Background: an optimization exercise with open tools, aiming at small area, a short achievable clock period and few clock cycles. Do not read the settings as production practice. The RTL was checked by simulation tests, not by an equivalence proof against the original design. No activity file was given, so power comes from the tool's default toggle rates.

==> design/flow/standard.sh <==
#!/bin/bash
# synth_recipe.tcl (not shown) runs the flow's synth.tcl, then flattens the netlist and writes it again
# the make line also repeats each setting of config.mk as NAME=value (left out here)
make -C /OpenROAD-flow-scripts/flow DESIGN_CONFIG=/design/flow/config.mk WORK_HOME=/design/flow/orfs CLKGATE_MAP_FILE= SYNTH_SCRIPT=/design/flow/synth_recipe.tcl "${@:-finish}"
==> design/flow/constraint.sdc <==
create_clock -name core_clock -period 6.0 [get_ports {clk}]
set_input_delay 1.2000 -clock core_clock [delete_from_list [all_inputs] [get_ports {clk}]]
set_output_delay 1.2000 -clock core_clock [all_outputs]
set_load 0.01 [all_outputs]
==> design/flow/config.mk <==
export PLATFORM = sky130hd
export DESIGN_NAME = huffman
export DESIGN_NICKNAME = huffman
export VERILOG_FILES = /design/flow/design.v
export SDC_FILE = /design/flow/constraint.sdc
export NUM_CORES = 4
export LEC_CHECK = 0
export CAP_MARGIN = 20
export CORE_MARGIN = 2
export CORE_UTILIZATION = 40
export CTS_CLUSTER_DIAMETER = 80
export CTS_CLUSTER_SIZE = 20
export SETUP_SLACK_MARGIN = 3.2
export SLEW_MARGIN = 20
==> design/flow/design.v <==
module freq_counter #(
	parameter int NUM_SYMBOLS = 6,
	parameter int CNT_W       = 8,
	parameter int SAMPLE_W    = 8
) (
	input  logic                               clk,
	input  logic                               reset,
	input  logic                               gray_valid,
	input  logic [SAMPLE_W-1:0]                gray_data,
	output logic [NUM_SYMBOLS-1:0][CNT_W-1:0]  cnt,
	output logic                               cnt_valid,
	output logic                               burst_end     
);
	localparam logic CNT_IDLE    = 1'b0;
	localparam logic CNT_RECEIVE = 1'b1;
	logic state;
	assign burst_end = (state == CNT_RECEIVE) && !gray_valid;
	always_ff @(posedge clk) begin
		if (reset) begin
			state     <= CNT_IDLE;
			cnt_valid <= 1'b0;
		end else begin
			cnt_valid <= burst_end;
			if (gray_valid)
				state <= CNT_RECEIVE;
			else
				state <= CNT_IDLE;
		end
	end
	always_ff @(posedge clk) begin
		for (int k = 0; k < NUM_SYMBOLS; k++) begin
			if (gray_valid) begin
				if (state == CNT_IDLE)
					cnt[k] <= (gray_data == SAMPLE_W'(k + 1)) ? CNT_W'(1) : '0;
				else if (gray_data == SAMPLE_W'(k + 1))
					cnt[k] <= cnt[k] + CNT_W'(1);
			end
		end
	end
endmodule
module count_sorter #(
	parameter int NUM_SYMBOLS = 6,
	parameter int CNT_W       = 8,
	parameter int IDX_W       = 3
) (
	input  logic [NUM_SYMBOLS-1:0][CNT_W-1:0]  cnt,
	output logic [NUM_SYMBOLS-1:0][CNT_W-1:0]  init_cnt,    
	output logic [NUM_SYMBOLS-1:0][IDX_W-1:0]  init_pos     
);
	localparam int N = NUM_SYMBOLS;
	logic two_first;    
	assign two_first = (cnt[1] <= cnt[0]);
	always_comb begin
		for (int k = 2; k < N; k++) begin
			init_cnt[k - 2] = cnt[k];
			init_pos[k]     = IDX_W'(k - 2);
		end
		init_cnt[N - 2] = two_first ? cnt[1] : cnt[0];
		init_cnt[N - 1] = two_first ? cnt[0] : cnt[1];
		init_pos[0]     = two_first ? IDX_W'(N - 1) : IDX_W'(N - 2);
		init_pos[1]     = two_first ? IDX_W'(N - 2) : IDX_W'(N - 1);
	end
endmodule
module tree_merger #(
	parameter int NUM_SYMBOLS = 6,
	parameter int CNT_W       = 8,
	parameter int IDX_W       = 3
) (
	input  logic                                    clk,
	input  logic                                    reset,
	input  logic                                    load,          
	input  logic [NUM_SYMBOLS-1:0][CNT_W-1:0]       init_cnt,
	input  logic [NUM_SYMBOLS-1:0][IDX_W-1:0]       init_pos,
	output logic                                    first,         
	output logic                                    merge,         
	output logic                                    last,          
	output logic [NUM_SYMBOLS-1:0]                  sym_a,         
	output logic [NUM_SYMBOLS-1:0]                  sym_b,         
	output logic [NUM_SYMBOLS-1:0]                  sym_c,         
	output logic                                    c_first        
);
	localparam int N          = NUM_SYMBOLS;
	localparam int SORT_STEPS = N - 2;
	localparam int STEPS      = SORT_STEPS + N - 2;    
	logic [N-1:0][CNT_W-1:0]  e;
	logic [N-1:0][N-1:0]      at;       
	logic [STEPS-1:0]         run;      
	logic                     sorting;
	logic                     sort_next;    
	logic [CNT_W-1:0]         x;            
	logic [N+1:0]             lt;           
	logic [N+1:0][CNT_W-1:0]  ex;           
	logic [N-1:0]             ins;          
	logic [N-1:0]             head;         
	logic [CNT_W-1:0]         u;
	logic [CNT_W-1:0]         v;
	logic [CNT_W-1:0]         sum_uv;
	logic [CNT_W-1:0]         sum_ux;
	logic                     take_uv;
	assign sorting   = run[STEPS - SORT_STEPS];
	assign sort_next = run[STEPS - SORT_STEPS + 1];
	assign u      = sorting ? e[1] : e[2];
	assign v      = sorting ? e[2] : e[3];
	assign sum_uv = u + v;
	assign sum_ux = u + x;
	assign take_uv = sorting ? lt[2] : lt[3];
	always_comb begin
		for (int p = 0; p < N + 2; p++)
			ex[p] = (p < N) ? e[p] : '1;
		lt = '0;
		for (int p = 1; p < N; p++)
			lt[p] = (e[p] < x)
				|| (p <= SORT_STEPS - 1 && run[STEPS - SORT_STEPS + p]);    
		lt[0] = 1'b1;
		if (!sorting)
			lt[1] = 1'b1;
		for (int q = 0; q < N; q++)
			ins[q] = sorting ? (lt[q] && !lt[q + 1]) : (lt[q + 1] && !lt[q + 2]);
		for (int k = 0; k < N; k++) begin
			sym_a[k] = at[k][0];
			sym_b[k] = at[k][1];
			sym_c[k] = at[k][2];
			head[k]  = at[k][0] || (!sorting && at[k][1]);
		end
	end
	assign first   = run[STEPS - 1];
	assign c_first = lt[2];
	always_ff @(posedge clk) begin
		if (reset) begin
			run   <= '0;
			merge <= 1'b0;
			last  <= 1'b0;
		end else if (load) begin
			run   <= '1;
			merge <= 1'b0;
			last  <= 1'b0;
		end else begin
			run   <= run >> 1;
			merge <= run[1] && !run[STEPS - SORT_STEPS + 1];
			last  <= run[1] && !run[2];
		end
	end
	always_ff @(posedge clk) begin
		if (!run[0])
			x <= init_cnt[0];
		else if (sort_next)
			x <= lt[1] ? e[1] : x;
		else
			x <= ({CNT_W{take_uv}} & sum_uv) | ({CNT_W{!take_uv}} & sum_ux);
	end
	always_ff @(posedge clk) begin
		if (!run[0]) begin
			e <= init_cnt;
			for (int k = 0; k < N; k++)
				at[k] <= N'(1) << init_pos[k];
		end else begin
			for (int q = 0; q < N; q++) begin
				if (sorting) begin
					if (lt[q + 1])
						e[q] <= ex[q + 1];
					else if (lt[q])
						e[q] <= x;
					else
						e[q] <= ex[q];
				end else begin
					if (lt[q + 2])
						e[q] <= ex[q + 2];
					else if (lt[q + 1])
						e[q] <= x;
					else
						e[q] <= ex[q + 1];
				end
			end
			for (int k = 0; k < N; k++) begin
				for (int q = 0; q < N; q++) begin
					if (sorting)
						at[k][q] <= (q + 1 < N && at[k][q + 1] && lt[q + 1])
						         || (q >= 1 && at[k][q] && !lt[q])
						         || (head[k] && ins[q]);
					else
						at[k][q] <= (q + 2 < N && at[k][q + 2] && lt[q + 2])
						         || (q >= 1 && q + 1 < N && at[k][q + 1] && !lt[q + 1])
						         || (head[k] && ins[q]);
				end
			end
		end
	end
endmodule
module code_builder #(
	parameter int NUM_SYMBOLS = 6,
	parameter int CODE_W      = 8
) (
	input  logic                                    clk,
	input  logic                                    reset,
	input  logic                                    start,         
	input  logic                                    merge,
	input  logic                                    last,
	input  logic [NUM_SYMBOLS-1:0]                  sym_a,
	input  logic [NUM_SYMBOLS-1:0]                  sym_b,
	input  logic [NUM_SYMBOLS-1:0]                  sym_c,
	input  logic                                    c_first,
	output logic [NUM_SYMBOLS-1:0][CODE_W-1:0]      hc,
	output logic [NUM_SYMBOLS-1:0][CODE_W-1:0]      m,
	output logic                                    code_valid
);
	localparam int LEN_W = NUM_SYMBOLS - 1;
	logic [NUM_SYMBOLS-1:0][LEN_W-1:0] hc_q;
	logic [NUM_SYMBOLS-1:0][LEN_W-1:0] m_q;
	logic [NUM_SYMBOLS-1:0][LEN_W-1:0] nxt;     
	always_comb begin
		for (int s = 0; s < NUM_SYMBOLS; s++) begin
			hc[s]  = CODE_W'(hc_q[s]);
			m[s]   = CODE_W'(m_q[s]);
			nxt[s] = ~m_q[s] & {m_q[s][LEN_W-2:0], 1'b1};
		end
	end
	always_ff @(posedge clk) begin
		if (reset)
			code_valid <= 1'b0;
		else
			code_valid <= last;
	end
	always_ff @(posedge clk) begin
		for (int s = 0; s < NUM_SYMBOLS; s++) begin
			if (start) begin
				hc_q[s] <= '0;
				m_q[s]  <= '0;
			end else if (merge) begin
				if (last && (sym_a[s] || sym_b[s])) begin
					hc_q[s] <= hc_q[s] | (sym_a[s] ? nxt[s] : '0)
					                   | (c_first ? '0 : {nxt[s][LEN_W-2:0], 1'b0});
					m_q[s]  <= {m_q[s][LEN_W-3:0], 2'b11};
				end else if (last && sym_c[s]) begin
					hc_q[s] <= hc_q[s] | (c_first ? nxt[s] : '0);
					m_q[s]  <= {m_q[s][LEN_W-2:0], 1'b1};
				end else if (!last && (sym_a[s] || sym_b[s])) begin
					hc_q[s] <= hc_q[s] | (sym_a[s] ? nxt[s] : '0);
					m_q[s]  <= {m_q[s][LEN_W-2:0], 1'b1};
				end
			end
		end
	end
endmodule
module huffman (
	input  logic        clk,
	input  logic        reset,
	input  logic        gray_valid,
	input  logic [7:0]  gray_data,
	output logic        cnt_valid,
	output logic [47:0] cnt,           
	output logic        code_valid,
	output logic [47:0] hc,            
	output logic [47:0] m              
);
	localparam int NUM_SYMBOLS = 6;
	localparam int CNT_W       = 8;
	localparam int CODE_W      = 8;
	localparam int SAMPLE_W    = 8;
	localparam int IDX_W       = 3;
	logic                                    burst_end;
	logic [NUM_SYMBOLS-1:0][CNT_W-1:0]       init_cnt;
	logic [NUM_SYMBOLS-1:0][IDX_W-1:0]       init_pos;
	logic                                    first;
	logic                                    merge;
	logic                                    last;
	logic [NUM_SYMBOLS-1:0]                  sym_a;
	logic [NUM_SYMBOLS-1:0]                  sym_b;
	logic [NUM_SYMBOLS-1:0]                  sym_c;
	logic                                    c_first;
	freq_counter #(
		.NUM_SYMBOLS (NUM_SYMBOLS),
		.CNT_W       (CNT_W),
		.SAMPLE_W    (SAMPLE_W)
	) freq_counter_i (
		.clk        (clk),
		.reset      (reset),
		.gray_valid (gray_valid),
		.gray_data  (gray_data),
		.cnt        (cnt),
		.cnt_valid  (cnt_valid),
		.burst_end  (burst_end)
	);
	count_sorter #(
		.NUM_SYMBOLS (NUM_SYMBOLS),
		.CNT_W       (CNT_W),
		.IDX_W       (IDX_W)
	) count_sorter_i (
		.cnt        (cnt),
		.init_cnt (init_cnt),
		.init_pos   (init_pos)
	);
	tree_merger #(
		.NUM_SYMBOLS (NUM_SYMBOLS),
		.CNT_W       (CNT_W),
		.IDX_W       (IDX_W)
	) tree_merger_i (
		.clk        (clk),
		.reset      (reset),
		.load       (burst_end),
		.init_cnt (init_cnt),
		.init_pos   (init_pos),
		.first      (first),
		.merge      (merge),
		.last       (last),
		.sym_a      (sym_a),
		.sym_b      (sym_b),
		.sym_c      (sym_c),
		.c_first    (c_first)
	);
	code_builder #(
		.NUM_SYMBOLS (NUM_SYMBOLS),
		.CODE_W      (CODE_W)
	) code_builder_i (
		.clk        (clk),
		.reset      (reset),
		.start      (first),
		.merge      (merge),
		.last       (last),
		.sym_a      (sym_a),
		.sym_b      (sym_b),
		.sym_c      (sym_c),
		.c_first    (c_first),
		.hc         (hc),
		.m          (m),
		.code_valid (code_valid)
	);
endmodule
==> design/flow/flow/run.sh <==
#!/bin/bash
# The standard layout, with the smallest plain buffer on the ports and the
# resizer free to change a cell's footprint (the platform holds it to the same
# footprint, which keeps the port buffers in the slow delay-buffer family).
set -euo pipefail
bash standard.sh MATCH_CELL_FOOTPRINT=0 \
	"BUFFER_PORTS_ARGS=-buffer_cell sky130_fd_sc_hd__buf_1" \
	finish > standard_flow.log 2>&1
==> results of run 1 <==
[state kept, by name, summed over array words and instances, names as in the netlist, 8 cells and up]
register / count
code_builder_i.m_q: 30
tree_merger_i.e: 40
tree_merger_i.run: 8
freq_counter_i.cnt: 48
tree_merger_i.at: 36
code_builder_i.hc_q: 30
tree_merger_i.x: 8
[per-stage QoR]
step,cells,utilization
2_1_floorplan,1497,-
3_3_place_gp,1915,0.431
3_5_place_dp,1915,0.431
4_1_cts,1948,0.454
5_1_grt,1959,0.457
6_report,1959,0.457
[worst max-delay path: stages, from the launching register on]
cell       delay (ns)
edfxtp_1         0.48
inv_2            0.18
ha_1             0.29
a2111oi_4        0.41
o21a_2           0.30
buf_12           0.27
nor3_4           0.12
a222oi_1         0.34
nand2_1          0.09
[layout make-up]
class                   instances  share of cell area
multi-input cells            1131               0.523
flip-flops and latches        204               0.337
repair buffers                168              0.0611
well taps                     396              0.0352
clock buffers                  18              0.0290
inverters                      38              0.0101
clock inverters                 4             0.00507
[routing by layer]
metal  vias up  part of all wire  GRT usage
li1       5401                 -          -
met1      5262              0.46      0.286
met2       378              0.45      0.343
met3        63             0.058     0.0282
met4         0             0.031     0.0680
met5         -                 0          0
[repair_timing]
item	4_1_cts	5_1_grt
setup endpoints to repair	104	61
pin swaps	1	2
hold endpoints to repair	0	0
gates resized for setup	28	7
setup buffers	11	11
[power by group through the flow]
stage	clock, µW	sequential (µW)	combinational, µW
floorplan	0	1720	945
global placement	0	1770	1220
detailed placement	0	1770	1230
CTS	1090	1730	1300
global route	1130	1750	1480
finish	1060	1730	1340
[cells by family after synthesis]
logic type,after synthesis,share of synthesized area
mux,76,0.0621
compound gates,402,0.212
buf+inv,162,0.0631
simple gates,496,0.186
other cells,2,0.000600
flops,204,0.377
xor+xnor,48,0.0336
fa+ha+maj,65,0.0661
[worst max path at each step]
stage,start,cells past startpoint,slack (ns),to
after floorplan,tree_merger_i.run[4],12,3.22,tree_merger_i.x[7]
after global placement,tree_merger_i.x[5],8,2.70,tree_merger_i.x[1]
after detailed placement,tree_merger_i.x[5],8,2.57,tree_merger_i.x[1]
after CTS,tree_merger_i.x[1],8,3.19,tree_merger_i.e[9]
after global routing,tree_merger_i.x[1],9,3.14,code_builder_i.hc_q[3]
final,tree_merger_i.x[1],8,3.24,tree_merger_i.e[9]
[cells in the mapped netlist (16+ instances only)]
cell      instances
a31oi_1          26
edfxtp_1         64
nor3_1           26
nand2b_1         21
o21ai_0          65
dfxtp_1         140
ha_1             63
nand2_1         146
inv_1            37
buf_4            42
and3_1           23
mux2i_1          62
a22oi_1          21
a21oi_1         123
nand3_1          39
a211oi_1         16
and2_1           52
nor2_1          142
xnor2_1          34
clkbuf_1         63
nor2b_1          22
==> key figures, run 1 <==
Power
  – PwrDens: approximately 290 nW/µm²
  – Logic pwr share: 0.324
  – Internal: 2650 µW
  – Switching share of total power: 0.359
  – Design Power: 4130 µW
  – Sequential power share: 0.420
  – Leak: 0.00540 µW
  – Clock Power Share: 0.256
  – Switching power: 1480 µW
  – VDD IR max: between 0.00015 and 0.0002 V

Layout
  – Share of cells above drive strength 1: 0.0774
  – Fillcell total: around 3,000
  – Area delta synth->final: 12.2%
  – Post-route design area: 14,100 µm²
  – # diodes: 0
  – # nets final: 1,633
  – Multi-input gate area: roughly 7300 µm²
  – Most frequent cells in the layout: nand2_1, nor2_1, dfxtp_1
  – Storage element area: 4730 µm²
  – Commonest non-fill, non-tap cell in the layout: nand2_1

Die
  – Die Span X: 181 µm
  – Die ar.: 32,700 µm²
  – Initial Util: 0.407
  – Core area: between 30,000 and 40,000 µm²
  – I/O pin count: 157
  – Die Span Y: 181 µm
  – Number of cell rows: between 60 and 70

Detailed routing
  – Post-route ant nets: 0
  – DRC: 0
  – Vias/cell: 5.67
  – 1st-iter DRT viols: 729
  – WL per Instance: 18.2 µm
  – Final wirelength: 35,600 µm
  – Vias: 11,100
  – 1st-pass router iterations: 6

Synth
  – Yosys reg bits: 204
  – Async S/R FF share, synth: 0
  – Average size of a mapped cell: 8.61 µm²
  – Part of the Yosys area used for sequential elements: 0.377
  – Dominant synthesized flop cell: dfxtp_1
  – Post-Synthesis Cells: around 1,500
  – Synth area leaders: dfxtp_1, edfxtp_1, ha_1
  – YS warnings: 10
  – Cell area after synthesis: 12,500 µm²
  – Distinct cells, synth: 68
  – Share of the synthesized area in the top cell type: 0.224
  – Largest area contributor in the netlist: dfxtp_1
  – Number of synthesized flops with an enable pin: 64

Critical path
  – Crit path kind: flop to flop
  – RR Startpoint: tree_merger_i.x[1]
  – Req. time, crit path: around 6.2 ns
  – Reg2Reg Setup Slack: between 3 and 4 ns
  – Crit-path max FO: 41
  – Worst setup SP type: flop
  – Worst setup EP type: flop
  – Reg2reg end: tree_merger_i.e[9]
  – Reg2reg path depth: 8
  – CP arrival: 3.00 ns

Clock tree
  – CTS Sinks: 204
  – Number of hold buffers added after cts: 0
  – CTS Buf Count: 14
  – CTS tree: built
  – CTS clk-pin slew, worst paths: 0.08 ns
  – Worst-Skew Late Latency: 0.49 ns
  – Clock tree buffer depth: 3
  – Clk root buf: clkbuf_16
  – Htree depth: 1

Placement
  – DPL Wire Length: 24,700 µm
  – Routability Congestion: 0.952
  – DP Area: around 13,000 µm²
  – PortBufs: between 100 and 150
  – DP Worst Slack: 2.57 ns

STA
  – Finish-stage setup viols: 0
  – Final hold vios: 0
  – Fmax: 362 MHz
  – Final Max Tran Viols: 0
  – Hold WS: 0.417 ns
  – Worst-margin pin slew: 0.919 ns
  – Final Critical Period: 2.76 ns
  – PnR worst setup slack: 3.24 ns
  – RSZ-0062 raised after global routing: yes
  – Setup TNS: 0 ns
  – Fin crit share: 0.460
  – Final setup skew: about 0.018 ns
  – Max_slew headroom: 0.385

Worst hold path
  – HP Class: flop to flop
  – Hold Path Sink: tree_merger_i.last
  – HP Start: tree_merger_i.run[2]
  – Hold path cells: 1

GRT
  – Number of global-route vias before repair: 10,300
  – Largest net degree at the start of global routing: between 60 and 70
  – Gr usage total: 0.209
  – Global-route wire length before repair: 56,300 µm
  – GRT overflow: 0
  – Initial antenna violation count: 0

Outcome
  – Status: timing/DRC/antenna clean

Flow run
  – Max capacitance violation total: 0
Testbench counts, summed over its fixed seeds: cycles 19,092.
==> run 2: changes to the inputs <==
--- a/design/flow/config.mk
+++ b/design/flow/config.mk
@@ -11,4 +11,4 @@
 export CTS_CLUSTER_DIAMETER = 80
 export CTS_CLUSTER_SIZE = 20
-export SETUP_SLACK_MARGIN = 3.2
+export SETUP_SLACK_MARGIN = 3.0
 export SLEW_MARGIN = 20
==> run 2 against run 1 <==
Compared with the run above:
- still clean
- cell count is 0.31% lower
- critical path depth is 1 higher
- design area is 1.4% lower
- routed wire length is 3.1% lower
- die area stayed put
- setup slack worse by 0.12 ns
- via count is 0.85% lower
- power is 3.0% lower
- non-clock buffer count is 5 lower
- register-to-register slack worse by 0.12 ns
- count of clock-buffer cells in the layout is 1 higher
- flip-flop and latch count stayed put
- largest power group unchanged
==> key figures, run 2 <==
Outcome
  – Status: timing/DRC/antenna clean

GRT
  – Largest net degree at the start of global routing: 57 (-17%)
  – Global-route wire length before repair: 55,100 µm (-2.1%)
  – Initial antenna violation count: 0 (unchanged)
  – Gr usage total: 0.204 (-0.00558)
  – GRT overflow: 0 (unchanged)
  – Number of global-route vias before repair: 10,100 (-1.6%)

Power
  – Clock Power Share: 0.241 (-0.015)
  – Sequential power share: 0.434 (+0.014)
  – Internal: 2530 µW (-4.4%)
  – Logic pwr share: 0.325 (about the same)
  – VDD IR max: 0.000172 V (+2.2%)
  – Leak: 0.00530 µW (-1.8%)
  – PwrDens: 289 nW/µm² (-1.6%)
  – Switching share of total power: 0.368 (+0.00912)
  – Switching power: 1480 µW (-0.55%)

Layout
  – Fillcell total: 3,042 (-0.56%)
  – Largest regs: freq_counter_i.cnt (48), tree_merger_i.e (40), tree_merger_i.at (36)
  – Register with the most flip-flops: freq_counter_i.cnt
  – Most frequent cells in the layout: nand2_1, nor2_1, dfxtp_1
  – Area delta synth->final: 10.6%
  – # nets final: 1,628 (-0.31%)
  – Commonest non-fill, non-tap cell in the layout: nand2_1
  – # diodes: 0 (unchanged)
  – Largest register FFs: 48 (unchanged)
  – Share of cells above drive strength 1: 0.0655 (-0.0119)

Critical path
  – Crit-path max FO: 43 (+4.9%)
  – Reg2reg path depth: 9 (+1)
  – Worst setup SP type: flop
  – Worst path top cell family by delay: compound AO/OA/AOI/OAI gates
  – Worst path depth: 9 (+1)
  – Crit path kind: flop to flop
  – Buffers & Inverters on Critical Path: 3 (+1)
  – Slowest CP cell: edfxtp_1
  – Crit path cell chain: inv_2 -> ha_1 -> a2111oi_4 -> o21ai_4 -> buf_8 -> mux2i_4 -> clkbuf_4 -> mux2_2 -> o21ai_0
  – Worst setup EP type: flop
  – Crit-path max cell delay: 0.49 ns (about the same)
  – Reg2Reg Setup Slack: 3.12 ns (-0.12 ns)
  – CP arrival: 3.22 ns (+0.22 ns)
  – Req. time, crit path: 6.34 ns (+0.10 ns)

Synth
  – Post-Synthesis Cells: 1,455 (unchanged)
  – Dominant synthesized flop cell: dfxtp_1
  – Average size of a mapped cell: 8.61 µm² (unchanged)
  – Most common cell in the synthesized netlist: nand2_1
  – Largest area contributor in the netlist: dfxtp_1
  – Async S/R FF share, synth: 0 (unchanged)
  – Part of the Yosys area used for sequential elements: 0.377 (unchanged)
  – Share of the synthesized area in the top cell type: 0.224 (unchanged)
  – Cell area after synthesis: 12,500 µm² (unchanged)
  – Yosys reg bits: 204 (unchanged)
  – Distinct cells, synth: 68 (unchanged)
  – Number of synthesized flops with an enable pin: 64 (unchanged)
  – Post-synth top cells: nand2_1, nor2_1, dfxtp_1, a21oi_1, o21ai_0
  – Synth area leaders: dfxtp_1, edfxtp_1, ha_1
  – YS warnings: 10 (unchanged)

Detailed routing
  – DRC: 0 (unchanged)
  – Vias/cell: 5.64 (-0.54%)
  – Vias: 11,000 (-0.85%)
  – Final wirelength: 34,500 µm (-3.1%)
  – WL per Instance: 17.7 µm (-2.8%)
  – 1st-pass router iterations: 7 (+1)
  – 1st-iter DRT viols: 905 (+24%)
  – Post-route ant nets: 0 (unchanged)

Clock tree
  – CTS clk-pin slew, worst paths: 0.09 ns (about the same)
  – CTS Sinks: 204 (unchanged)
  – Clock tree buffer depth: 3 (unchanged)
  – Htree depth: 1 (unchanged)
  – Clk root buf: clkbuf_16
  – CTS Buf Count: 14 (unchanged)
  – CTS tree: built
  – Number of hold buffers added after cts: 0 (unchanged)
  – Worst-Skew Late Latency: 0.49 ns (about the same)

Placement
  – DPL Wire Length: 24,100 µm (-2.3%)
  – DP Worst Slack: 2.39 ns (-0.178 ns)
  – Routability Congestion: 0.886 (-7.0%)
  – PortBufs: 120 (unchanged)

Die
  – Die ar.: 32,700 µm² (unchanged)
  – I/O pin count: 157 (unchanged)
  – Die Span X: 181 µm (unchanged)
  – Number of cell rows: 64 (unchanged)
  – Core area: 30,700 µm² (unchanged)
  – Initial Util: 0.407 (unchanged)
  – Die Span Y: 181 µm (unchanged)

STA
  – PnR worst setup slack: 3.12 ns (-0.121 ns)
  – Finish-stage setup viols: 0 (unchanged)
  – Final hold vios: 0 (unchanged)
  – Setup TNS: 0 ns (unchanged)
  – Final setup skew: 0.0180 ns (+0.000353 ns)
  – Final Max Tran Viols: 0 (unchanged)
  – Final Critical Period: 2.88 ns (+0.121 ns)
  – Max_slew headroom: 0.321 (-0.0643)
  – Fmax: 347 MHz (-4.2%)
  – Fin crit share: 0.480 (+0.0202)
  – Worst-margin pin slew: 1.02 ns (+0.0974 ns)
  – RSZ-0062 raised after global routing: yes

Worst hold path
  – Hold path cells: 1 (unchanged)
  – HP Class: flop to flop

Flow run
  – Max capacitance violation total: 0 (unchanged)
## run 2: cell types whose count changed in the layout (fill, tap and decap cells not counted), moves of 2 or more
cell | before | now
a21boi_1 | 2 | 5
a21boi_4 | 3 | 0
a41oi_1 | 0 | 2
a41oi_2 | 4 | 2
buf_12 | 3 | 0
buf_4 | 42 | 38
buf_6 | 3 | 1
buf_8 | 0 | 3
bufinv_8 | 2 | 0
clkbuf_1 | 0 | 3
clkbuf_8 | 2 | 0
inv_6 | 0 | 2
nor2_1 | 140 | 142
nor2_2 | 2 | 0
## run 2: cell families after synthesis
group	count (synthesis)	share of synthesized area
and+or+nand+nor	496	0.186
AOI/OAI and AO/OA	402	0.212
DFF	204	0.377
buffers and inverters	162	0.0631
muxes	76	0.0621
adders and majority gates	65	0.0661
xor gates and xnor gates	48	0.0336
other	2	0.000600
## run 2: cell type report
cell class                      instances  area, µm²  area share
Clock buffer                           19        392      0.0283
Clock inverter                          2       17.5     0.00126
Inverter                               38        143      0.0103
Multi-Input combinational cell       1131       7280       0.525
Sequential cell                       204       4730       0.341
Tap cell                              396        495      0.0358
Timing Repair Buffer                  163        800      0.0577
## run 2: final timing paths
check | to | startpoint
max | tree_merger_i.x[1] | tree_merger_i.x[1]
min | tree_merger_i.last | tree_merger_i.run[2]
max reg2reg | tree_merger_i.x[1] | tree_merger_i.x[1]
min reg2reg | tree_merger_i.last | tree_merger_i.run[2]
## run 2: per-layer routing
layer  GRT usage  vias up  share of wire  wire length [µm]
met2       0.337      344           0.46             15800
met3      0.0280       52          0.053              1840
li1            -     5385              -                 -
met4      0.0449        0          0.019               648
met5           0        -              0                 0
met1       0.283     5229           0.47             16200
## run 2: power by group through the flow
stage	Sequential, µW	Combinational (µW)	Clock (µW)
floorplan	1720	942	0
global placement	1770	1200	0
detailed placement	1770	1230	0
CTS	1740	1250	993
global route	1760	1440	1040
finish	1740	1300	967
## run 2: timing repair
action	in CTS	in global routing
buffers inserted	1	17
pin swaps	1	1
gates resized for setup	15	14
endpoints found under the setup margin	62	67
## run 2: stage by stage
stage | area, µm² | hold slack [ns] | std cells | util | power (µW)
after floorplan | 12700 | 0.402 | 1497 | - | 2670
after global placement | 13200 | 0.414 | 1913 | 0.429 | 2970
after detailed placement | 13200 | 0.411 | 1914 | 0.429 | 3000
after global routing | 13900 | 0.448 | 1953 | 0.451 | 4240
final | 13900 | 0.425 | 1953 | 0.451 | 4000
after CTS | 13700 | 0.425 | 1936 | 0.445 | 3990
==> run 3: changes to the inputs <==
--- a/design/flow/config.mk
+++ b/design/flow/config.mk
@@ -11,4 +11,4 @@
 export CTS_CLUSTER_DIAMETER = 80
 export CTS_CLUSTER_SIZE = 20
-export SETUP_SLACK_MARGIN = 3.0
+export SETUP_SLACK_MARGIN = 3.4
 export SLEW_MARGIN = 20
==> run 3 against run 2 <==
Compared with the run above:
- area after synthesis unchanged
- setup slack improved by 0.24 ns
- die area unchanged
- still clean
- core utilization increased by 4.4 points
- flip-flop and latch count unchanged
- count of clock-buffer cells in the layout decreased by 1
- first-iteration DRC count increased by 7.3%
==> key figures, run 3 <==
Clock tree
  – CTS clk-pin slew, worst paths: 0.08 ns (about the same)
  – Htree depth: 1 (unchanged)
  – CTS Buf Count: 15 (+1)
  – Clk root buf: clkbuf_16
  – Number of hold buffers added after cts: 0 (unchanged)
  – Worst-Skew Late Latency: 0.51 ns (+0.02 ns)
  – Clock tree buffer depth: 3 (unchanged)
  – CTS tree: built
  – CTS Sinks: 204 (unchanged)

Synth
  – Post-synthesis compound-gate area fraction: 0.212 (unchanged)
  – Dominant synthesized flop cell: dfxtp_1
  – Share of the synthesized area in the top cell type: 0.224 (unchanged)
  – Post-synthesis simple-gate area fraction: 0.186 (unchanged)
  – Number of synthesized flops with an enable pin: 64 (unchanged)
  – Largest family of logic cells by synthesized area: compound AO/OA/AOI/OAI gates
  – Average size of a mapped cell: 8.61 µm² (unchanged)
  – Post-Synth Adder-Cell Area: 0.0661 (unchanged)
  – Yosys reg bits: 204 (unchanged)
  – Distinct cells, synth: 68 (unchanged)
  – Post-synth top cells: nand2_1, nor2_1, dfxtp_1, a21oi_1, o21ai_0
  – Most common cell in the synthesized netlist: nand2_1
  – Async S/R FF share, synth: 0 (unchanged)
  – Synth area leaders: dfxtp_1, edfxtp_1, ha_1
  – Cell area after synthesis: 12,500 µm² (unchanged)
  – Post-Synthesis Cells: 1,455 (unchanged)
  – Largest area contributor in the netlist: dfxtp_1
  – YS warnings: 10 (unchanged)
  – Part of the Yosys area used for sequential elements: 0.377 (unchanged)
  – Synth Area in XOR/XNOR: 0.0336 (unchanged)
  – Mux share of post-synthesis cell area: 0.0621 (unchanged)

GRT
  – Number of global-route vias before repair: 10,400 (+3.0%)
  – Largest net degree at the start of global routing: 70 (+23%)
  – GRT overflow: 0 (unchanged)
  – Gr usage total: 0.215 (+0.0116)
  – Global-route wire length before repair: 58,000 µm (+5.2%)
  – Initial antenna violation count: 0 (unchanged)

Die
  – Initial Util: 0.407 (unchanged)
  – Number of cell rows: 64 (unchanged)
  – Die Span X: 181 µm (unchanged)
  – Die ar.: 32,700 µm² (unchanged)
  – Core area: 30,700 µm² (unchanged)
  – Die Span Y: 181 µm (unchanged)
  – I/O pin count: 157 (unchanged)

Critical path
  – Reg2Reg Setup Slack: 3.36 ns (+0.24 ns)
  – Worst setup SP type: flop
  – Crit-path max FO: 7 (-84%)
  – Req. time, crit path: 6.38 ns (+0.04 ns)
  – Crit path kind: flop to flop
  – CP arrival: 3.02 ns (-0.20 ns)
  – Worst setup EP type: flop

Layout
  – Largest regs: freq_counter_i.cnt (48), tree_merger_i.e (40), tree_merger_i.at (36)
  – # diodes: 0 (unchanged)
  – Commonest non-fill, non-tap cell in the layout: nand2_1
  – Largest register FFs: 48 (unchanged)
  – Area delta synth->final: 21.6%
  – Utilization after layout: 0.495 (+0.0445)
  – # nets final: 1,680 (+3.2%)
  – Most frequent cells in the layout: nand2_1, nor2_1, dfxtp_1
  – Register with the most flip-flops: freq_counter_i.cnt
  – Share of cells above drive strength 1: 0.151 (+0.0852)

Detailed routing
  – Routed wl met2: 17,300 µm (+9.6%)
  – Final wirelength: 38,400 µm (+11%)
  – Vias: 11,600 (+5.0%)
  – Met1 WL: 17,400 µm (+7.4%)
  – Uppermost layer routed: met4
  – 1st-pass router iterations: 5 (-2)
  – Post-route ant nets: 0 (unchanged)
  – Vias/cell: 5.76 (+2.1%)
  – WL per Instance: 19.1 µm (+8.4%)
  – Detail Route met3 WL: 2530 µm (+38%)
  – 1st-iter DRT viols: 971 (+7.3%)
  – DRC: 0 (unchanged)

STA
  – Worst-margin pin slew: 0.883 ns (-0.133 ns)
  – Final Max Tran Viols: 0 (unchanged)
  – Final Critical Period: 2.64 ns (-0.240 ns)
  – Finish-stage setup viols: 0 (unchanged)
  – Final hold vios: 0 (unchanged)
  – Fin crit share: 0.440 (-0.0400)
  – RSZ-0062 raised after global routing: yes
  – Max_slew headroom: 0.411 (+0.0897)
  – Final setup skew: 0.0327 ns (+0.0148 ns)
  – Setup TNS: 0 ns (unchanged)
  – Fmax: 378 MHz (+9.1%)

Power
  – Leak: 0.00578 µW (+9.0%)
  – VDD IR max: 0.000184 V (+7.3%)
  – PwrDens: 299 nW/µm² (+3.5%)

Flow run
  – Max capacitance violation total: 0 (unchanged)

Worst hold path
  – HP Class: flop to flop

Placement
  – DPL Wire Length: 24,600 µm (+2.0%)
  – Routability Congestion: 0.888 (+0.29%)
  – PortBufs: 120 (unchanged)

Outcome
  – Status: timing/DRC/antenna clean
-- run 3: cell count changes in the layout (fill, tap and decap cells not counted), moves of 9 or more --
| cell | previous run | this run |
|---|---|---|
| a21oi_1 | 122 | 113 |
| buf_4 | 38 | 66 |
| buf_6 | 1 | 10 |
| ha_1 | 63 | 51 |
| ha_4 | 0 | 11 |
| mux2i_1 | 60 | 51 |
| o21ai_0 | 65 | 55 |
-- run 3: through the flow --
| step | std cells | hold WS (ns) | power (µW) | instance area [µm²] | setup WS [ns] |
|---|---|---|---|---|---|
| global route | 2008 | 0.450 | 4780 | 15200 | 3.28 |
| finish | 2008 | 0.430 | 4550 | 15200 | 3.36 |
| detailed placement | 1913 | 0.414 | 3010 | 13300 | 2.69 |
| floorplan | 1497 | 0.402 | 2670 | 12800 | 3.37 |
| CTS | 1966 | 0.427 | 4210 | 14200 | 3.39 |
| global placement | 1913 | 0.415 | 2990 | 13300 | 2.69 |
-- run 3: worst paths after layout --
kind	startpoint	endpoint	cells after the start
hold reg to reg	tree_merger_i.run[2]	tree_merger_i.last	1
setup reg to reg	tree_merger_i.x[5]	tree_merger_i.e[16]	9
hold / removal	tree_merger_i.run[2]	tree_merger_i.last	1
setup / recovery	tree_merger_i.x[5]	tree_merger_i.e[16]	9
-- run 3: power breakdown --
group	internal, µW	total [µW]	switching (µW)
Sequential	1560	1750	190
Combinational	757	1730	973
Clock	539	1070	534
Total	2850	4550	1700
-- run 3: worst max-delay path, stage by stage (launching register included) --
cell       delay [ns]
edfxtp_1         0.47
inv_4            0.09
ha_4             0.27
and4_1           0.20
nand2_2          0.08
o32ai_4          0.49
clkbuf_16        0.27
mux2i_4          0.25
a211oi_2         0.11
a221o_1          0.28
-- run 3: what timing repair did --
action	in CTS	in global routing
resized for setup	42	115
setup endpoints to repair	111	81
pin swaps	5	35
cloned	2	7
setup buffers	26	35
-- run 3: logic make-up after synthesis --
kind of cell / Yosys count
flops: 204
xor+xnor: 48
fa+ha+maj: 65
compound gates: 402
simple gates: 496
buf+inv: 162
mux: 76
other cells: 2
-- run 3: layer usage --
layer,global-route usage,up-vias
li1,-,5501
met1,0.302,5543
met2,0.347,434
met3,0.0339,85
met4,0.0543,0
met5,0,-
-- run 3: area by class of cell --
class                           instances  area, µm²
Timing Repair Buffer                  213       1400
Clock inverter                          7       75.1
Clock buffer                           18        407
Multi-Input combinational cell       1132       7960
Inverter                               38        151
Fill cell                            2940      15500
Sequential cell                       204       4740
Tap cell                              396        495
==> run 4: changes to the inputs <==
--- a/design/flow/config.mk
+++ b/design/flow/config.mk
@@ -9,6 +9,6 @@
 export CORE_MARGIN = 2
 export CORE_UTILIZATION = 40
-export CTS_CLUSTER_DIAMETER = 80
-export CTS_CLUSTER_SIZE = 20
-export SETUP_SLACK_MARGIN = 3.4
+export CTS_CLUSTER_DIAMETER = 90
+export CTS_CLUSTER_SIZE = 25
+export SETUP_SLACK_MARGIN = 3.2
 export SLEW_MARGIN = 20
==> run 4 against run 3 <==
Compared with the run above:
- critical path depth rose by 1
- core utilization fell by 3.8 points
- cell count fell by 2.3%
- hold slack improved by 0.0029 ns
- flip-flop and latch count did not move
- die area did not move
- design area fell by 7.7%
- clock skew fell by 0.017 ns
- sequential power barely moved
- sequential share of layout area rose by 2.6 points
- synthesized cell count did not move
- first-iteration DRC count fell by 14%
- critical path type unchanged
- largest cell class unchanged
- highest routed layer unchanged
==> key figures, run 4 <==
Outcome
  – Status: timing/DRC/antenna clean

Power
  – PwrDens: 290 nW/µm² (-3.1%)
  – Leak: 0.00539 µW (-6.8%)
  – VDD IR max: 0.000160 V (-13%)

STA
  – Fin crit share: 0.459 (+0.0191)
  – Fmax: 363 MHz (-4.2%)
  – Finish-stage setup viols: 0 (unchanged)
  – Setup TNS: 0 ns (unchanged)
  – Final Max Tran Viols: 0 (unchanged)
  – Hold WS: 0.433 ns (+0.00289 ns)
  – Final hold vios: 0 (unchanged)
  – Final Critical Period: 2.76 ns (+0.115 ns)
  – Max_slew headroom: 0.409 (-0.00178)
  – Final setup skew: 0.0157 ns (-0.0170 ns)
  – Worst-margin pin slew: 0.883 ns (+0.000618 ns)
  – RSZ-0062 raised after global routing: yes

Detailed routing
  – Post-route ant nets: 0 (unchanged)
  – DRC: 0 (unchanged)
  – 1st-iter DRT viols: 834 (-14%)
  – 1st-pass router iterations: 8 (+3)
  – WL per Instance: 18.3 µm (-4.2%)
  – Final wirelength: 36,000 µm (-6.5%)
  – Vias: 11,100 (-4.2%)
  – Vias/cell: 5.65 (-1.9%)

Layout
  – # nets final: 1,636 (-2.6%)
  – Largest regs: freq_counter_i.cnt (48), tree_merger_i.e (40), tree_merger_i.at (36)
  – Fillcell total: 3,059 (+4.0%)
  – Register with the most flip-flops: freq_counter_i.cnt
  – Largest register FFs: 48 (unchanged)
  – Share of cells above drive strength 1: 0.0773 (-0.0734)
  – Commonest non-fill, non-tap cell in the layout: nand2_1
  – Area delta synth->final: 12.2%
  – # diodes: 0 (unchanged)
  – Storage element area: 4730 µm² (about the same)
  – Most frequent cells in the layout: nand2_1, nor2_1, dfxtp_1
  – Multi-input gate area: 7340 µm² (-7.8%)

Clock tree
  – Worst-Skew Late Latency: 0.48 ns (-0.03 ns)
  – CTS Buf Count: 13 (-2)
  – CTS clk-pin slew, worst paths: 0.09 ns (about the same)
  – Clk root buf: clkbuf_16
  – Clock tree buffer depth: 3 (unchanged)
  – Htree depth: 1 (unchanged)
  – CTS Sinks: 204 (unchanged)
  – CTS tree: built
  – Number of hold buffers added after cts: 0 (unchanged)

Die
  – Die Span Y: 181 µm (unchanged)
  – Core area: 30,700 µm² (unchanged)
  – Initial Util: 0.407 (unchanged)
  – Die ar.: 32,700 µm² (unchanged)
  – Number of cell rows: 64 (unchanged)
  – I/O pin count: 157 (unchanged)
  – Die Span X: 181 µm (unchanged)

Worst hold path
  – HP Class: flop to flop

Synth
  – Share of the synthesized area in the top cell type: 0.224 (unchanged)
  – Average size of a mapped cell: 8.61 µm² (unchanged)
  – Part of the Yosys area used for sequential elements: 0.377 (unchanged)
  – Post-Synthesis Cells: 1,455 (unchanged)
  – Post-synth top cells: nand2_1, nor2_1, dfxtp_1, a21oi_1, o21ai_0
  – YS warnings: 10 (unchanged)
  – Yosys reg bits: 204 (unchanged)
  – Most common cell in the synthesized netlist: nand2_1
  – Async S/R FF share, synth: 0 (unchanged)
  – Synth area leaders: dfxtp_1, edfxtp_1, ha_1
  – Cell area after synthesis: 12,500 µm² (unchanged)
  – Dominant synthesized flop cell: dfxtp_1
  – Number of synthesized flops with an enable pin: 64 (unchanged)
  – Largest area contributor in the netlist: dfxtp_1
  – Distinct cells, synth: 68 (unchanged)

Critical path
  – Crit. Startpoint: tree_merger_i.run[4]
  – Crit path kind: flop to flop
  – CP arrival: 2.98 ns (-0.04 ns)
  – Worst setup EP type: flop
  – Crit-path max FO: 13 (+6)
  – Reg2reg path depth: 10 (+1)
  – Req. time, crit path: 6.23 ns (-0.15 ns)
  – RR Startpoint: tree_merger_i.run[4]
  – End point of the critical path: tree_merger_i.x[7]
  – Reg2reg end: tree_merger_i.x[7]
  – Reg2Reg Setup Slack: 3.24 ns (-0.11 ns)
  – Worst setup SP type: flop

GRT
  – Gr usage total: 0.208 (-0.00710)
  – Grt met3 use: 0.0238 (-0.0101)
  – GR Util met2: 0.346 (-0.00123)
  – GRT overflow: 0 (unchanged)
  – Global-route wire length before repair: 56,200 µm (-3.1%)
  – Met1 GRT Util: 0.286 (-0.0166)
  – Largest net degree at the start of global routing: 69 (-1.4%)
  – Layer with the highest usage: met2
  – Initial antenna violation count: 0 (unchanged)
  – Number of global-route vias before repair: 10,300 (-1.6%)

Placement
  – DPL Wire Length: 24,700 µm (+0.37%)
  – Routability Congestion: 0.952 (+7.2%)
  – PortBufs: 120 (unchanged)

Flow run
  – Max capacitance violation total: 0 (unchanged)
## run 4: cell count changes in the layout (fill, tap and decap cells not counted), moves of 6 or more
cell	delta
ha_1	+12
mux2i_1	+9
buf_4	-22
a21oi_2	-6
mux2i_4	-6
a21oi_1	+8
a31oi_1	+6
ha_4	-11
buf_6	-7
inv_1	+6
o21ai_0	+9
## run 4: how the worst min path moves through the flow
stage | start | endpoint | slack, ns | cells after the start
5_1_grt | tree_merger_i.run[2] | tree_merger_i.last | 0.44 | 1
3_5_place_dp | tree_merger_i.run[2] | tree_merger_i.last | 0.41 | 1
2_1_floorplan | tree_merger_i.run[2] | tree_merger_i.last | 0.40 | 1
4_1_cts | tree_merger_i.run[2] | tree_merger_i.last | 0.43 | 1
3_3_place_gp | tree_merger_i.run[2] | tree_merger_i.last | 0.42 | 1
6_report | tree_merger_i.run[2] | tree_merger_i.last | 0.43 | 1
## run 4: cell families (layout without fill, tap and decap cells)
kind of cell / Yosys count / count (layout) / share of synthesized area
muxes: 76 / 76 / 0.0621
adders and majority gates: 65 / 65 / 0.0661
xor gates and xnor gates: 48 / 48 / 0.0336
DFF: 204 / 204 / 0.377
other: 2 / 44 / 0.000600
buffers and inverters: 162 / 230 / 0.0631
AOI/OAI and AO/OA: 402 / 402 / 0.212
and+or+nand+nor: 496 / 496 / 0.186
## run 4: final cells by class
class,count,area share
multi-input cells,1131,0.523
flip-flops and latches,204,0.337
repair buffers,172,0.0658
well taps,396,0.0353
clock buffers,15,0.0255
inverters,38,0.0102
clock inverters,5,0.00383
## run 4: worst max-delay path, stage by stage, from the launching register on
cell,delay [ns]
dfxtp_4,0.51
buf_4,0.17
mux2_2,0.34
ha_1,0.36
nand3_1,0.09
o211ai_1,0.29
nor4_1,0.09
nor3_1,0.27
xnor2_1,0.14
mux2i_1,0.15
a21oi_1,0.09
## run 4: timing repair
| item | 4_1_cts | 5_1_grt |
|---|---|---|
| endpoints found under the setup margin | 103 | 65 |
| pin swaps | 1 | 3 |
| buffers inserted | 8 | 16 |
| gates resized for setup | 25 | 9 |
| gates cloned | 0 | 2 |
## run 4: layer usage
layer / wire length [µm] / up-vias
met1: 16500 / 5249
met3: 2110 / 63
li1: - / 5399
met5: 0 / -
met2: 16300 / 362
met4: 1130 / 0
## run 4: power breakdown
part,switching [µW],leakage [µW],internal [µW]
Combinational,839,0.00339,545
Sequential,174,0.00180,1560
Clock,509,0.000200,446
## run 4: stage by stage
stage | instance area [µm²] | power (µW) | utilization | cells | setup WS, ns
floorplan | 12700 | 2670 | - | 1497 | 3.22
global placement | 13300 | 2990 | 0.431 | 1915 | 2.70
detailed placement | 13300 | 3000 | 0.431 | 1915 | 2.57
CTS | 13800 | 4010 | 0.450 | 1943 | 3.21
global route | 14100 | 4300 | 0.457 | 1961 | 3.12
finish | 14100 | 4070 | 0.457 | 1961 | 3.24
==> run 5: changes to the inputs <==
--- a/design/flow/config.mk
+++ b/design/flow/config.mk
@@ -11,4 +11,4 @@
 export CTS_CLUSTER_DIAMETER = 90
 export CTS_CLUSTER_SIZE = 25
-export SETUP_SLACK_MARGIN = 3.2
+export SETUP_SLACK_MARGIN = 3.3
 export SLEW_MARGIN = 20
==> run 5 against run 4 <==
Compared with the run above:
- largest power group unchanged
- global-route usage increased by 0.31 points
- clock skew increased by 0.0036 ns
- count of clock-buffer cells in the layout unchanged
- non-clock buffer count increased by 10
- largest cell class unchanged
- highest routed layer unchanged
- sequential power about the same
- clock power decreased by 5.7%
==> key figures, run 5 <==
Detailed routing
  – Final wirelength: 36,500 µm (+1.5%)
  – Post-route ant nets: 0 (unchanged)
  – Vias: 11,300 (+1.7%)
  – WL per Instance: 18.5 µm (+0.99%)
  – DRC: 0 (unchanged)
  – Vias/cell: 5.71 (+1.2%)
  – 1st-pass router iterations: 9 (+1)
  – 1st-iter DRT viols: 810 (-2.9%)

Synth
  – YS warnings: 10 (unchanged)
  – Post-Synth Adder-Cell Area: 0.0661 (unchanged)
  – Number of synthesized flops with an enable pin: 64 (unchanged)
  – Average size of a mapped cell: 8.61 µm² (unchanged)
  – Dominant synthesized flop cell: dfxtp_1
  – Part of the Yosys area used for sequential elements: 0.377 (unchanged)
  – Post-Synthesis Cells: 1,455 (unchanged)
  – Cell area after synthesis: 12,500 µm² (unchanged)
  – Post-synth top cells: nand2_1, nor2_1, dfxtp_1, a21oi_1, o21ai_0
  – Share of the synthesized area in the top cell type: 0.224 (unchanged)
  – Mux share of post-synthesis cell area: 0.0621 (unchanged)
  – Distinct cells, synth: 68 (unchanged)
  – Synth Area in XOR/XNOR: 0.0336 (unchanged)
  – Async S/R FF share, synth: 0 (unchanged)
  – Largest area contributor in the netlist: dfxtp_1
  – Largest family of logic cells by synthesized area: compound AO/OA/AOI/OAI gates
  – Yosys reg bits: 204 (unchanged)
  – Synth area leaders: dfxtp_1, edfxtp_1, ha_1
  – Most common cell in the synthesized netlist: nand2_1
  – Post-synthesis simple-gate area fraction: 0.186 (unchanged)
  – Post-synthesis compound-gate area fraction: 0.212 (unchanged)

Critical path
  – CP arrival: 2.95 ns (-0.03 ns)
  – Crit path kind: flop to flop
  – Reg2reg path depth: 9 (-1)
  – Reg2reg end: tree_merger_i.e[11]
  – Crit-path max FO: 8 (-5)
  – Crit. Startpoint: tree_merger_i.x[3]
  – Worst setup EP type: flop
  – Req. time, crit path: 6.23 ns (about the same)
  – RR Startpoint: tree_merger_i.x[3]
  – Worst setup SP type: flop
  – Reg2Reg Setup Slack: 3.28 ns (+0.04 ns)
  – End point of the critical path: tree_merger_i.e[11]

Outcome
  – Status: timing/DRC/antenna clean

Clock tree
  – Clock tree buffer depth: 3 (unchanged)
  – CTS tree: built
  – CTS clk-pin slew, worst paths: 0.10 ns (about the same)
  – Clk root buf: clkbuf_16
  – Number of hold buffers added after cts: 0 (unchanged)
  – CTS Buf Count: 12 (-1)
  – CTS Sinks: 204 (unchanged)
  – Worst-Skew Late Latency: 0.49 ns (about the same)
  – Htree depth: 1 (unchanged)

Power
  – Switching power: 1540 µW (+1.0%)
  – Clock Power Share: 0.218 (-0.016)
  – Leak: 0.00549 µW (+1.9%)
  – Switching share of total power: 0.373 (-0.00109)
  – PwrDens: 287 nW/µm² (-0.89%)
  – Design Power: 4120 µW (+1.3%)
  – VDD IR max: 0.000187 V (+17%)
  – Sequential power share: 0.422 (-0.004)
  – Internal: 2590 µW (+1.5%)
  – Logic pwr share: 0.360 (+0.020)

STA
  – Final hold vios: 0 (unchanged)
  – RSZ-0062 raised after global routing: yes
  – PnR worst setup slack: 3.28 ns (+0.0368 ns)
  – Final setup skew: 0.0193 ns (+0.00357 ns)
  – Fmax: 368 MHz (+1.4%)
  – Setup TNS: 0 ns (unchanged)
  – Final Critical Period: 2.72 ns (-0.0368 ns)
  – Final Max Tran Viols: 0 (unchanged)
  – Max_slew headroom: 0.330 (-0.0788)
  – Finish-stage setup viols: 0 (unchanged)
  – Worst-margin pin slew: 1.00 ns (+0.121 ns)
  – Fin crit share: 0.453 (-0.00614)

Layout
  – Largest regs: freq_counter_i.cnt (48), tree_merger_i.e (40), tree_merger_i.at (36)
  – Post-route design area: 14,400 µm² (+2.2%)
  – Commonest non-fill, non-tap cell in the layout: nand2_1
  – # nets final: 1,647 (+0.67%)
  – # diodes: 0 (unchanged)
  – Largest register FFs: 48 (unchanged)
  – Area delta synth->final: 14.6%
  – Register with the most flip-flops: freq_counter_i.cnt
  – Most frequent cells in the layout: nand2_1, nor2_1, dfxtp_1
  – Share of cells above drive strength 1: 0.0978 (+0.0205)

Die
  – Number of cell rows: 64 (unchanged)
  – I/O pin count: 157 (unchanged)
  – Die Span X: 181 µm (unchanged)
  – Die ar.: 32,700 µm² (unchanged)
  – Initial Util: 0.407 (unchanged)
  – Die Span Y: 181 µm (unchanged)
  – Core area: 30,700 µm² (unchanged)

Worst hold path
  – HP Class: flop to flop

GRT
  – Number of global-route vias before repair: 10,300 (+0.15%)
  – Global-route wire length before repair: 56,900 µm (+1.2%)
  – GR Util met2: 0.347 (+0.00138)
  – Largest net degree at the start of global routing: 71 (+2.9%)
  – Initial antenna violation count: 0 (unchanged)
  – GRT overflow: 0 (unchanged)
  – Met1 GRT Util: 0.296 (+0.0107)
  – Gr usage total: 0.211 (+0.00306)
  – Layer with the highest usage: met2
  – Grt met3 use: 0.0266 (+0.00282)

Placement
  – DPL Wire Length: 24,300 µm (-1.6%)
  – DP Worst Slack: 2.49 ns (-0.0796 ns)
  – DP Area: 13,300 µm² (about the same)
  – Routability Congestion: 0.918 (-3.6%)
  – PortBufs: 120 (unchanged)

Flow run
  – Max capacitance violation total: 0 (unchanged)
==> run 5: cell counts after synthesis <==
Identical to the previous run, type by type.
==> run 5: what timing repair did <==
item                                   4_1_cts  5_1_grt
pin swaps                                    4       13
endpoints found under the hold margin        0        0
buffers inserted                            13       21
resized for setup                           33       39
gates cloned                                 2        4
setup endpoints to repair                  102       91
==> run 5: power groups by stage <==
stage,sequential [µW],combinational (µW),clock (µW)
after floorplan,1720,946,0
after global placement,1770,1210,0
after detailed placement,1780,1230,0
after CTS,1730,1330,924
after global routing,1760,1620,968
final,1740,1480,900
==> run 5: through the flow <==
step | util | hold WS, ns | cells
after floorplan | - | 0.402 | 1497
after global placement | 0.431 | 0.424 | 1913
after detailed placement | 0.431 | 0.424 | 1913
after CTS | 0.453 | 0.448 | 1946
after global routing | 0.467 | 0.469 | 1971
final | 0.467 | 0.448 | 1971
==> run 5: logic make-up after synthesis <==
family / after synthesis
compound gates: 402
xor+xnor: 48
fa+ha+maj: 65
buf+inv: 162
flops: 204
mux: 76
other cells: 2
simple gates: 496
==> run 5: area by class of cell <==
class,count,area [µm²]
multi-input combinational,1133,7520
fill,3020,16400
tap,396,495
inverter,38,143
clock inverter,3,25.0
sequential,204,4730
timing repair buffer,182,1100
clock buffer,15,343
==> run 5: layer usage <==
metal | routed length [µm] | part of all wire | vias to the layer above
met5 | 0 | 0 | -
met2 | 16700 | 0.46 | 418
met3 | 2250 | 0.062 | 49
met1 | 16700 | 0.46 | 5364
li1 | - | - | 5427
met4 | 780 | 0.021 | 0
==> run 5: worst min path at each step <==
| stage | slack [ns] | start | depth (start not counted) | to |
|---|---|---|---|---|
| floorplan | 0.40 | tree_merger_i.run[2] | 1 | tree_merger_i.last |
| global placement | 0.42 | tree_merger_i.run[2] | 1 | tree_merger_i.last |
| detailed placement | 0.42 | tree_merger_i.run[2] | 1 | tree_merger_i.last |
| CTS | 0.45 | tree_merger_i.run[2] | 1 | tree_merger_i.last |
| global route | 0.47 | tree_merger_i.run[2] | 1 | tree_merger_i.last |
| finish | 0.45 | tree_merger_i.run[2] | 1 | tree_merger_i.last |
==> run 5: worst max-delay path, cell delays in order, from the launching register on <==
cell and delay, ns:
edfxtp_1 0.44, inv_1 0.20, ha_1 0.25, inv_1 0.08, a211o_4 0.36, o21ai_4 0.37
buf_12 0.19, nor2_2 0.09, a222oi_1 0.39, nand2_1 0.09
==> run 6: changes to the inputs <==
--- a/design/flow/config.mk
+++ b/design/flow/config.mk
@@ -8,7 +8,7 @@
 export CAP_MARGIN = 20
 export CORE_MARGIN = 2
-export CORE_UTILIZATION = 40
-export CTS_CLUSTER_DIAMETER = 90
-export CTS_CLUSTER_SIZE = 25
+export CORE_UTILIZATION = 55
+export CTS_CLUSTER_DIAMETER = 80
+export CTS_CLUSTER_SIZE = 20
 export SETUP_SLACK_MARGIN = 3.3
 export SLEW_MARGIN = 20
==> run 6 against run 5 <==
Compared with the run above:
- still clean on timing, DRC and antenna
- die area down 27%
- synthesized cell count did not move
- maximum frequency down 0.83%
- count of clock-buffer cells in the layout grew 5
- first-iteration DRC count rose by 28%
- power increased by 0.29%
- non-clock buffer count down 8
- sequential power about the same
- global-route usage up 6.8 points
- critical endpoint is now tree_merger_i.e[23]
==> key figures, run 6 <==
Outcome
  – Status: timing/DRC/antenna clean

Layout
  – Share of cells above drive strength 1: 0.0878 (-0.00994)
  – Area delta synth->final: 12.6%
  – Most frequent cells in the layout: nand2_1, nor2_1, dfxtp_1
  – Fin cells: 1,856 (-5.8%)
  – Largest regs: freq_counter_i.cnt (48), tree_merger_i.e (40), tree_merger_i.at (36)
  – # diodes: 0 (unchanged)
  – Commonest non-fill, non-tap cell in the layout: nand2_1
  – Register with the most flip-flops: freq_counter_i.cnt
  – # nets final: 1,641 (-0.36%)
  – Largest register FFs: 48 (unchanged)
  – Utilization after layout: 0.627 (+0.160)

Worst hold path
  – Hold path cells: 1 (unchanged)
  – HP Class: flop to flop
  – HP Start: tree_merger_i.run[2]
  – Hold Path Sink: tree_merger_i.last

Die
  – I/O pin count: 157 (unchanged)
  – Die ar.: 24,000 µm² (-27%)
  – Number of cell rows: 55 (-14%)
  – Die Span Y: 155 µm (-14%)
  – Die Span X: 155 µm (-14%)
  – Initial Util: 0.557 (+0.149)
  – Core area: 22,500 µm² (-27%)

GRT
  – Global-route wire length before repair: 54,800 µm (-3.6%)
  – GRT overflow: 0 (unchanged)
  – Initial antenna violation count: 0 (unchanged)
  – Largest net degree at the start of global routing: 70 (-1.4%)
  – Gr usage total: 0.280 (+0.0682)
  – Number of global-route vias before repair: 10,300 (+0.087%)

Critical path
  – Buffers & Inverters on Critical Path: 2 (-1)
  – Req. time, crit path: 6.35 ns (+0.12 ns)
  – Crit-path max cell delay: 0.56 ns (+0.12 ns)
  – CP dominant cell by count: a21oi_1
  – Crit path cell chain: inv_2 -> ha_1 -> and4_1 -> nand2_1 -> o32ai_4 -> buf_12 -> mux2i_1 -> a21oi_1 -> mux2i_2 -> a21oi_1
  – Crit path kind: flop to flop
  – Crit-path max FO: 6 (-2)
  – CP arrival: 3.09 ns (+0.14 ns)
  – Reg2reg end: tree_merger_i.e[23]
  – Worst setup SP type: flop
  – Reg2reg path depth: 10 (+1)
  – RR Startpoint: tree_merger_i.x[5]
  – Slowest CP cell: o32ai_4
  – Worst setup EP type: flop
  – Worst path top cell family by delay: compound AO/OA/AOI/OAI gates
  – Reg2Reg Setup Slack: 3.26 ns (-0.02 ns)

STA
  – Fin crit share: 0.457 (+0.00380)
  – RSZ-0062 raised after global routing: yes
  – Finish-stage setup viols: 0 (unchanged)
  – PnR worst setup slack: 3.26 ns (-0.0228 ns)
  – Fmax: 365 MHz (-0.83%)
  – Final hold vios: 0 (unchanged)
  – Setup TNS: 0 ns (unchanged)
  – Final setup skew: 0.0193 ns (+0.0000229 ns)
  – Max_slew headroom: 0.371 (+0.0408)
  – Final Max Tran Viols: 0 (unchanged)
  – Final Critical Period: 2.74 ns (+0.0228 ns)
  – Worst-margin pin slew: 0.937 ns (-0.0675 ns)

Synth
  – Yosys reg bits: 204 (unchanged)
  – Number of synthesized flops with an enable pin: 64 (unchanged)
  – Share of the synthesized area in the top cell type: 0.224 (unchanged)
  – Dominant synthesized flop cell: dfxtp_1
  – Distinct cells, synth: 68 (unchanged)
  – Largest area contributor in the netlist: dfxtp_1
  – Post-Synthesis Cells: 1,455 (unchanged)
  – YS warnings: 10 (unchanged)
  – Part of the Yosys area used for sequential elements: 0.377 (unchanged)
  – Synth area leaders: dfxtp_1, edfxtp_1, ha_1
  – Average size of a mapped cell: 8.61 µm² (unchanged)
  – Post-synth top cells: nand2_1, nor2_1, dfxtp_1, a21oi_1, o21ai_0
  – Cell area after synthesis: 12,500 µm² (unchanged)
  – Async S/R FF share, synth: 0 (unchanged)
  – Most common cell in the synthesized netlist: nand2_1

Placement
  – Dpl cells: 1,801 (-5.9%)
  – PortBufs: 120 (unchanged)
  – Routability Congestion: 0.932 (+1.5%)
  – DP Worst Slack: 2.31 ns (-0.186 ns)
  – DPL Wire Length: 23,000 µm (-5.6%)

Clock tree
  – CTS Buf Count: 14 (+2)
  – CTS Sinks: 204 (unchanged)
  – CTS clk-pin slew, worst paths: 0.08 ns (-0.02 ns)
  – Clk root buf: clkbuf_16
  – Number of hold buffers added after cts: 0 (unchanged)
  – Worst-Skew Late Latency: 0.49 ns (about the same)
  – Clock tree buffer depth: 3 (unchanged)
  – Htree depth: 1 (unchanged)
  – CTS tree: built

Detailed routing
  – WL per Instance: 18.6 µm (+0.48%)
  – Detail Route met3 WL: 1860 µm (-17%)
  – Vias/cell: 6.04 (+5.8%)
  – Vias: 11,200 (-0.37%)
  – Routed wl met2: 16,300 µm (-2.8%)
  – 1st-pass router iterations: 7 (-2)
  – Met1 WL: 15,300 µm (-8.8%)
  – Uppermost layer routed: met4
  – Final wirelength: 34,500 µm (-5.4%)
  – DRC: 0 (unchanged)
  – Post-route ant nets: 0 (unchanged)
  – 1st-iter DRT viols: 1,040 (+28%)

Power
  – Leak: 0.00544 µW (-0.90%)
  – PwrDens: 293 nW/µm² (+2.1%)
  – VDD IR max: 0.000215 V (+15%)

Flow run
  – Max capacitance violation total: 0 (unchanged)
## run 6: cell counts after synthesis
Identical to the previous run, type by type.
## run 6: worst max path at each step
| stage | start | endpoint | slack, ns | depth (start not counted) |
|---|---|---|---|---|
| after floorplan | gray_data[5] | freq_counter_i.cnt[24] | 3.28 | 4 |
| after global placement | tree_merger_i.x[1] | tree_merger_i.x[1] | 2.39 | 8 |
| after detailed placement | tree_merger_i.x[1] | tree_merger_i.x[1] | 2.31 | 8 |
| after CTS | tree_merger_i.x[1] | tree_merger_i.e[9] | 3.31 | 8 |
| after global routing | tree_merger_i.x[2] | tree_merger_i.e[23] | 3.23 | 10 |
| final | tree_merger_i.x[5] | tree_merger_i.e[23] | 3.26 | 10 |
## run 6: cell families (layout without fill, tap and decap cells)
| kind of cell | count (synthesis) | count (layout) | share of synthesized area |
|---|---|---|---|
| multiplexers | 76 | 77 | 0.0621 |
| buffers and inverters | 162 | 234 | 0.0631 |
| XOR/XNOR | 48 | 48 | 0.0336 |
| adder cells (fa/ha/maj) | 65 | 65 | 0.0661 |
| AND/OR/NAND/NOR | 496 | 496 | 0.186 |
| flip-flops | 204 | 204 | 0.377 |
| other | 2 | 44 | 0.000600 |
| AO/OA/AOI/OAI | 402 | 403 | 0.212 |
## run 6: worst register-to-register path, delay by kind of cell, from the launching register on
kind / cells / cell delay, ns
compound gates: 3 / 0.80
mux: 2 / 0.48
simple gates: 2 / 0.27
flops: 1 / 0.44
fa+ha+maj: 1 / 0.30
buf+inv: 2 / 0.31
## run 6: cell type report
class / instances / area, µm²
Clock buffer: 20 / 404
Clock inverter: 2 / 17.5
Multi-Input combinational cell: 1133 / 7450
Inverter: 38 / 146
Fill cell: 2033 / 8400
Timing Repair Buffer: 174 / 993
Tap cell: 285 / 357
Sequential cell: 204 / 4730
## run 6: metrics by stage
| step | area [µm²] | total power (µW) | hold WS, ns |
|---|---|---|---|
| floorplan | 12800 | 2670 | 0.402 |
| CTS | 13800 | 4030 | 0.444 |
| global placement | 13100 | 2970 | 0.416 |
| global route | 14100 | 4370 | 0.486 |
| finish | 14100 | 4130 | 0.440 |
| detailed placement | 13100 | 2990 | 0.419 |
## run 6: layer usage
metal,GRT usage,vias up
met2,0.466,387
met5,0,-
met4,0.0939,0
met1,0.376,5324
met3,0.0379,73
li1,-,5432
## run 6: repair_timing
| item | in CTS | in global routing |
|---|---|---|
| endpoints found under the setup margin | 106 | 66 |
| gates resized for setup | 29 | 26 |
| buffers inserted | 12 | 15 |
| cloned | 2 | 4 |
| pin swaps | 3 | 9 |
## run 6: report_power, final
| group | total [µW] | internal, µW | switching [µW] |
|---|---|---|---|
| clock network | 975 | 477 | 498 |
| logic | 1440 | 583 | 852 |
| registers | 1720 | 1560 | 167 |

-- static timing again, ports no longer ideal --
The results above use ideal ports. As a check the final layouts listed here were re-extracted and re-timed, cells and wires unchanged. Step 1: set_driving_cell puts a clkbuf_16 on clk and a buf_2 on each other input, an assumption about the parent block. Step 2 adds t to the input delays and takes it off the output delays; t is the mean of the earliest and latest rising clock arrival at the registers after step 1. Input paths then give back, and output paths get back, about the clock's delay inside the block. Three values: ideal ports, drivers, drivers and shift; two values: the first two.
run | t, ns | setup slack, ns | worst setup path at the end | latest minus earliest clock arrival (ns) | cell pins on the clock port's net
run 1 | 0.527 | 3.240 / 3.240 / 2.908 | input to register | 0.018 / 0.018 | 1
run 2 | 0.532 | 3.118 / 3.118 / 2.698 | input to register | 0.021 / 0.021 | 1
run 3 | 0.536 | 3.358 / 3.358 / 3.064 | input to register | 0.033 / 0.033 | 1
run 4 | 0.521 | 3.243 / 3.243 / 2.913 | input to register | 0.016 / 0.016 | 1
run 5 | 0.524 | 3.280 / 3.280 / 3.020 | input to register | 0.020 / 0.019 | 1
run 6 | 0.528 | 3.257 / 3.257 / 3.015 | input to register | 0.020 / 0.020 | 1
After both steps setup and hold are still met in every run listed. The setup slack of run 2, which loses most, moves by 0.000 ns with the drivers and by -0.420 ns with both steps.
